What follows belongs to an exercise in optimizing a design on an open flow for small area and few clock cycles; a production flow would make more cautious choices. Only simulation tests tie the RTL to the original design; equivalence was not proved. Power and IR drop assume default switching activity. No driver is modelled on the clock port, so clocking that relies on it looks cheaper here than on a real chip.

build 96:
// rob_top
module rob_top (
  input  wire                    clk,
  input  wire                    rst,
  input  wire                    dispatch_valid,
  input  wire                    dispatch_reg_write_en,
  input  wire [5-1:0]  dispatch_reg_write_addr,
  input  wire [31:0]             dispatch_pc,
  input  wire [4-1:0]       dispatch_exc,
  output logic                   rob_full,
  output logic [3-1:0]  dispatch_tag,
  input  wire                    wb_valid,
  input  wire [3-1:0]   wb_tag,
  input  wire [32-1:0]      wb_data,
  input  wire [4-1:0]       wb_exc,
  output logic                   commit_valid,
  output logic [3-1:0]  commit_tag,
  output logic                   commit_reg_write_en,
  output logic [5-1:0] commit_reg_write_addr,
  output logic [32-1:0]     commit_data,
  output logic [31:0]            commit_pc,
  output logic [4-1:0]      commit_exc,
  output logic                   flush
);
Settings: LEC_CHECK=0, CAP_MARGIN=20, CORE_MARGIN=2, CORE_UTILIZATION=65, SLEW_MARGIN=20; clock period 4.0 ns.
standard.sh (not shown) runs the stock make flow with config.mk's settings and CLKGATE_MAP_FILE= SYNTH_SCRIPT=/design/flow/synth_recipe.tcl, a recipe that flattens the netlist after the stock synthesis.
==> flow/flow/run.sh <==
#!/bin/bash
# The standard layout (standard.sh), with these changes:
# - synthesis: the same script (synth_recipe.tcl), but ABC maps the logic with
#   flow/abc.script (area-oriented, no buffering or sizing; the resizer does
#   that after placement) in place of ORFS's abc_speed.script;
# - port buffers are the smallest buffer cell, not the delay buffer
#   buffer_ports picks by default;
# - clock tree: larger sink clusters of clkbuf_16, no dummy loads.
# The full make output is in standard.log; ORFS's per-step logs are under orfs/logs.
set -euo pipefail
here=$(pwd)
rm -rf "$here/scripts"
cp -r "$FLOW_HOME/scripts" "$here/scripts"
cp "$here/flow/abc.script" "$here/scripts/abc_speed.script"
{ echo "set ::env(SCRIPTS_DIR) $here/scripts"; cat "$here/synth_recipe.tcl"; } > "$here/own_synth.tcl"
sed -e "s#$here/synth_recipe.tcl#$here/own_synth.tcl#" standard.sh > own_standard.sh
grep -q own_synth.tcl own_standard.sh
export BUFFER_PORTS_ARGS="-buffer_cell sky130_fd_sc_hd__buf_1"
export CTS_ARGS="-sink_clustering_enable -repair_clock_nets -sink_clustering_size 30 -sink_clustering_max_diameter 60 -buf_list sky130_fd_sc_hd__clkbuf_16 -dont_use_dummy_load"
bash own_standard.sh > standard.log 2>&1
==> flow/flow/abc.script <==
&get -n
&st
&dch
&nf
&put
topo
stime -c
Testbench counts of build 96, summed over its fixed seeds: cycles 23,465.
Changes in build 81 relative to build 96:
==> flow/run.sh (new file) <==
#!/bin/bash
# synth_recipe.tcl (not shown) runs the flow's synth.tcl, then flattens the netlist and writes it again
# the make line also repeats each setting of config.mk as NAME=value (left out here)
make -C /OpenROAD-flow-scripts/flow DESIGN_CONFIG=/design/flow/config.mk WORK_HOME=/design/flow/orfs CLKGATE_MAP_FILE= SYNTH_SCRIPT=/design/flow/synth_recipe.tcl finish
removed: flow/flow/run.sh
removed: flow/flow/abc.script
removed: flow/standard.sh
==> comparison <==
Looking at the reports, build 81 completed the entire flow and the layout it produced met the timing, DRC and antenna checks. Compared to build 96, build 81 has global routing usage summed across all routing layers 0.24 points higher. On minimum hold slack, the lower figure sits with build 96, not build 81. On core footprint, the higher figure sits with build 81, not build 96. Against build 96 as the reference, build 81 delivers a lower worst setup slack. Build 81 vs build 96 on critical path depth: build 81 is the lower one. Build 81: number of cells on the worst reg-to-reg path 1 below build 96. met3 wire length, build 81 and build 96, lower one = build 96.
What build 57 does differently from build 81 at the input level:
Settings: CTS_CLUSTER_DIAMETER now 60, previously not set; CTS_BUF_LIST now sky130_fd_sc_hd__clkbuf_16, previously not set; CTS_CLUSTER_SIZE now 30, previously not set.
[summary]
Build 57 has maximum frequency above what build 81 had.
Compared build 57 vs build 81, and utilization is down in build 57.
As far as number of buffers inserted by post-CTS setup repair goes, build 81 and build 57 are indistinguishable; the numbers are identical.
When the final numbers for build 57 and build 81 were put side by side, the non-clock buffer count turned out to be smaller in build 81.
The static power due to leakage of build 57 falls short of that of build 81 by 0.28 nW.
The lower clock network power share of build 57 and build 81 is in build 57.
Build 57 against build 81; wire length is down slightly.
[inputs] build 22 vs build 57
Settings: CTS_BUF_LIST: sky130_fd_sc_hd__clkbuf_16 -> unset; CORE_UTILIZATION: 65 -> 75; CAP_MARGIN: 20 -> 10; SLEW_MARGIN: 20 -> 10; CTS_CLUSTER_DIAMETER: 60 -> unset; CTS_CLUSTER_SIZE: 30 -> unset.
==> flow/flow/run.sh (new file) <==
#!/bin/bash
# The standard layout (standard.sh), with these changes:
# - synthesis: the same script (synth_recipe.tcl), but ABC maps the logic with
#   flow/abc.script (area-oriented, no buffering or sizing; the resizer does
#   that after placement) in place of ORFS's abc_speed.script;
# - port buffers are the smallest buffer cell, not the delay buffer
#   buffer_ports picks by default;
# - clock tree: larger sink clusters of clkbuf_16, no dummy loads.
# The full make output is in standard.log; ORFS's per-step logs are under orfs/logs.
set -euo pipefail
here=$(pwd)
rm -rf "$here/scripts"
cp -r "$FLOW_HOME/scripts" "$here/scripts"
cp "$here/flow/abc.script" "$here/scripts/abc_speed.script"
{ echo "set ::env(SCRIPTS_DIR) $here/scripts"; cat "$here/synth_recipe.tcl"; } > "$here/own_synth.tcl"
sed -e "s#$here/synth_recipe.tcl#$here/own_synth.tcl#" standard.sh > own_standard.sh
grep -q own_synth.tcl own_standard.sh
export BUFFER_PORTS_ARGS="-buffer_cell sky130_fd_sc_hd__buf_1"
export CTS_ARGS="-sink_clustering_enable -repair_clock_nets -sink_clustering_size 30 -sink_clustering_max_diameter 100 -buf_list sky130_fd_sc_hd__clkbuf_16 -dont_use_dummy_load"
bash own_standard.sh > standard.log 2>&1
==> flow/flow/abc.script (new file) <==
&get -n
&st
&dch
&nf
&put
topo
stime -c
==> flow/standard.sh (new file) <==
#!/bin/bash
# synth_recipe.tcl (not shown) runs the flow's synth.tcl, then flattens the netlist and writes it again
# the make line also repeats each setting of config.mk as NAME=value (left out here)
make -C /OpenROAD-flow-scripts/flow DESIGN_CONFIG=/design/flow/config.mk WORK_HOME=/design/flow/orfs CLKGATE_MAP_FILE= SYNTH_SCRIPT=/design/flow/synth_recipe.tcl "${@:-finish}"
removed: flow/run.sh
Build 57 -> build 22: number of slew-limit violations in the final report delta 0, exact match
On die area, build 22 does better than build 57.
The number of nets in the synthesized netlist in build 57 is 1.09 times that in build 22.

---

The RTL this note starts from:
==> flow/design.v <==
`default_nettype none
module rob_top (
  input  wire                    clk,
  input  wire                    rst,
  input  wire                    dispatch_valid,
  input  wire                    dispatch_reg_write_en,
  input  wire [5-1:0]  dispatch_reg_write_addr,
  input  wire [31:0]             dispatch_pc,
  input  wire [4-1:0]       dispatch_exc,
  output logic                   rob_full,
  output logic [3-1:0]  dispatch_tag,
  input  wire                    wb_valid,
  input  wire [3-1:0]   wb_tag,
  input  wire [32-1:0]      wb_data,
  input  wire [4-1:0]       wb_exc,
  output logic                   commit_valid,
  output logic [3-1:0]  commit_tag,
  output logic                   commit_reg_write_en,
  output logic [5-1:0] commit_reg_write_addr,
  output logic [32-1:0]     commit_data,
  output logic [31:0]            commit_pc,
  output logic [4-1:0]      commit_exc,
  output logic                   flush
);
  localparam int N  = 8;
  localparam int TW = 3;
  localparam int EW = (1 + 5 + 32);
  localparam int DW = 32;
  localparam int XW = 4;
  logic [TW:0]   head_q;
  logic [TW:0]   tail_q;
  logic [TW-1:0] head_tag;
  logic [TW-1:0] tail_tag;
  logic          full;
  logic [EW-1:0] entry_q [N];
  logic [DW-1:0] data_q  [N];
  logic [N-1:0]  done_q;
  logic          fv_q;
  logic [TW-1:0] ftag_q;
  logic [XW-1:0] fcode_q;
  logic          fdec_q;
  logic [N-1:0]  head_sel;
  logic [N-1:0]  tail_sel;
  logic [N-1:0]  wb_sel;
  logic          nonempty;
  logic          head_done;
  logic          wb_hit;
  logic          fault_head;
  logic          accept;
  logic          clear;
  logic [EW-1:0] head_entry;
  logic [DW-1:0] head_data;
  always_comb begin
    for (int i = 0; i < N; i++) begin
      head_sel[i] = (head_tag == TW'(i));
      tail_sel[i] = (tail_tag == TW'(i));
      wb_sel[i]   = wb_valid && (wb_tag == TW'(i));
    end
  end
  always_comb begin
    head_entry = '0;
    head_data  = '0;
    for (int i = 0; i < N; i++) begin
      head_entry = head_entry | ({EW{head_sel[i]}} & entry_q[i]);
      head_data  = head_data  | ({DW{head_sel[i]}} & data_q[i]);
    end
  end
  assign head_tag   = head_q[TW-1:0];
  assign tail_tag   = tail_q[TW-1:0];
  assign nonempty   = (head_q != tail_q);
  assign full       = (head_tag == tail_tag) && (head_q[TW] != tail_q[TW]);
  assign head_done  = |(head_sel & done_q);
  assign wb_hit     = wb_valid && (wb_tag == head_tag);
  assign fault_head = fv_q && (ftag_q == head_tag);
  assign commit_valid = nonempty && (head_done || wb_hit);
  assign commit_tag   = head_tag;
  assign {commit_reg_write_en, commit_reg_write_addr, commit_pc} = head_entry;
  assign commit_data  = wb_hit ? wb_data : ((fault_head && fdec_q) ? '0 : head_data);
  assign commit_exc   = wb_hit ? wb_exc : (fault_head ? fcode_q : '0);
  assign flush        = commit_valid && (|commit_exc);
  assign rob_full     = full && !commit_valid;
  assign dispatch_tag = tail_tag;
  assign accept       = dispatch_valid && !rob_full && !flush;
  assign clear        = !rst || flush;
  always_ff @(posedge clk) begin
    if (clear) begin
      head_q  <= '0;
      tail_q  <= '0;
    end else begin
      if (commit_valid) head_q <= head_q + 1'b1;
      if (accept)       tail_q <= tail_q + 1'b1;
    end
  end
  always_ff @(posedge clk) begin
    for (int i = 0; i < N; i++) begin
      if (tail_sel[i] && !rob_full) entry_q[i] <= {dispatch_reg_write_en, dispatch_reg_write_addr, dispatch_pc};
      if (wb_sel[i])                data_q[i]  <= wb_data;
    end
  end
  always_ff @(posedge clk) begin
    for (int i = 0; i < N; i++) begin
      if (accept && tail_sel[i]) done_q[i] <= |dispatch_exc;
      else if (wb_sel[i])        done_q[i] <= 1'b1;
    end
  end
  logic [TW-1:0] age_wb;
  logic [TW-1:0] age_f;
  assign age_wb = wb_tag - head_tag;
  assign age_f  = ftag_q - head_tag;
  always_ff @(posedge clk) begin
    if (clear) begin
      fv_q <= 1'b0;
    end else if (wb_valid && (|wb_exc) && (!fv_q || age_wb < age_f)) begin
      fv_q    <= 1'b1;
      ftag_q  <= wb_tag;
      fcode_q <= wb_exc;
      fdec_q  <= 1'b0;
    end else if (!fv_q && accept && (|dispatch_exc)) begin
      fv_q    <= 1'b1;
      ftag_q  <= tail_tag;
      fcode_q <= dispatch_exc;
      fdec_q  <= 1'b1;
    end
  end
endmodule
`default_nettype wire
Settings: LEC_CHECK=0, CAP_MARGIN=0, CORE_MARGIN=2, CORE_UTILIZATION=75, SLEW_MARGIN=0; clock period 4.0 ns.
==> flow/flow/run.sh <==
#!/bin/bash
# The standard layout (standard.sh), with these changes:
# - synthesis: the same script (synth_recipe.tcl), but ABC maps the logic with
#   flow/abc.script (area-oriented, no buffering or sizing; the resizer does
#   that after placement) in place of ORFS's abc_speed.script;
# - port buffers are the smallest buffer cell, not the delay buffer
#   buffer_ports picks by default;
# - clock tree: larger sink clusters of clkbuf_16, no dummy loads.
# The full make output is in standard.log; ORFS's per-step logs are under orfs/logs.
set -euo pipefail
here=$(pwd)
rm -rf "$here/scripts"
cp -r "$FLOW_HOME/scripts" "$here/scripts"
cp "$here/flow/abc.script" "$here/scripts/abc_speed.script"
{ echo "set ::env(SCRIPTS_DIR) $here/scripts"; cat "$here/synth_recipe.tcl"; } > "$here/own_synth.tcl"
sed -e "s#$here/synth_recipe.tcl#$here/own_synth.tcl#" standard.sh > own_standard.sh
grep -q own_synth.tcl own_standard.sh
export BUFFER_PORTS_ARGS="-buffer_cell sky130_fd_sc_hd__buf_1"
export CTS_ARGS="-sink_clustering_enable -repair_clock_nets -sink_clustering_size 30 -sink_clustering_max_diameter 100 -buf_list sky130_fd_sc_hd__clkbuf_16 -dont_use_dummy_load"
bash own_standard.sh > standard.log 2>&1
==> flow/flow/abc.script <==
&get -n
&st
&syn2
&dch
&nf -R 1000 -p -F 8 -A 4
&put
topo
stime -c
The baseline completed with no timing, DRC or antenna violations.
Testbench counts at the start, summed over its fixed seeds: cycles 23,465.
Edit:
- CAP_MARGIN: 0 -> 10
- SLEW_MARGIN: 0 -> 10
=> Global-route usage does not change. Clock-buffer cell count stays the same. Power is unchanged. Design area does not change. Cell count is unchanged. Area after synthesis stays the same.
Edit:
- CORE_UTILIZATION: 75 -> 82
- PLACE_DENSITY: unset -> 0.9
Now the flow died in detailed placement (3_5_place_dp) on DPL-0033.
Synthesized area is unchanged.
Synthesized cell count does not change.

[what the ideal ports hide]
The results above use ideal ports. As a check the final layouts listed here were re-extracted and re-timed, cells and wires unchanged. Step 1 sets driving cells, clkbuf_16 on the clock port and buf_2 on the other inputs (assumed; they add their load-dependent delay and slew). Step 2 times the ports against the registers' clock, not the clock port: input delays grow and output delays shrink by t, the midpoint of the rising clock arrivals with the driver on. Slacks: ideal / step 1 / step 2; pairs: ideal / step 1.
run	t (ns)	setup WS [ns]	latest minus earliest clock arrival (ns)	cell pins on the clock port's net
build 96	0.568	0.144 / 0.088 / 0.185	0.055 / 0.055	1
build 81	0.643	0.032 / -0.021 / 0.118	0.017 / 0.017	1
build 57	0.587	0.103 / 0.048 / 0.041	0.035 / 0.036	1
build 22	0.595	0.212 / 0.157 / 0.172	0.034 / 0.035	1
the first run of note 2	0.593	0.161 / 0.110 / 0.448	0.054 / 0.054	1
the second run of note 2	0.593	0.161 / 0.110 / 0.448	0.054 / 0.054	1
After both steps setup and hold are still met in every run listed. For build 57, which loses most, drivers alone change the setup slack by -0.055 ns; drivers and shift together by -0.062 ns.
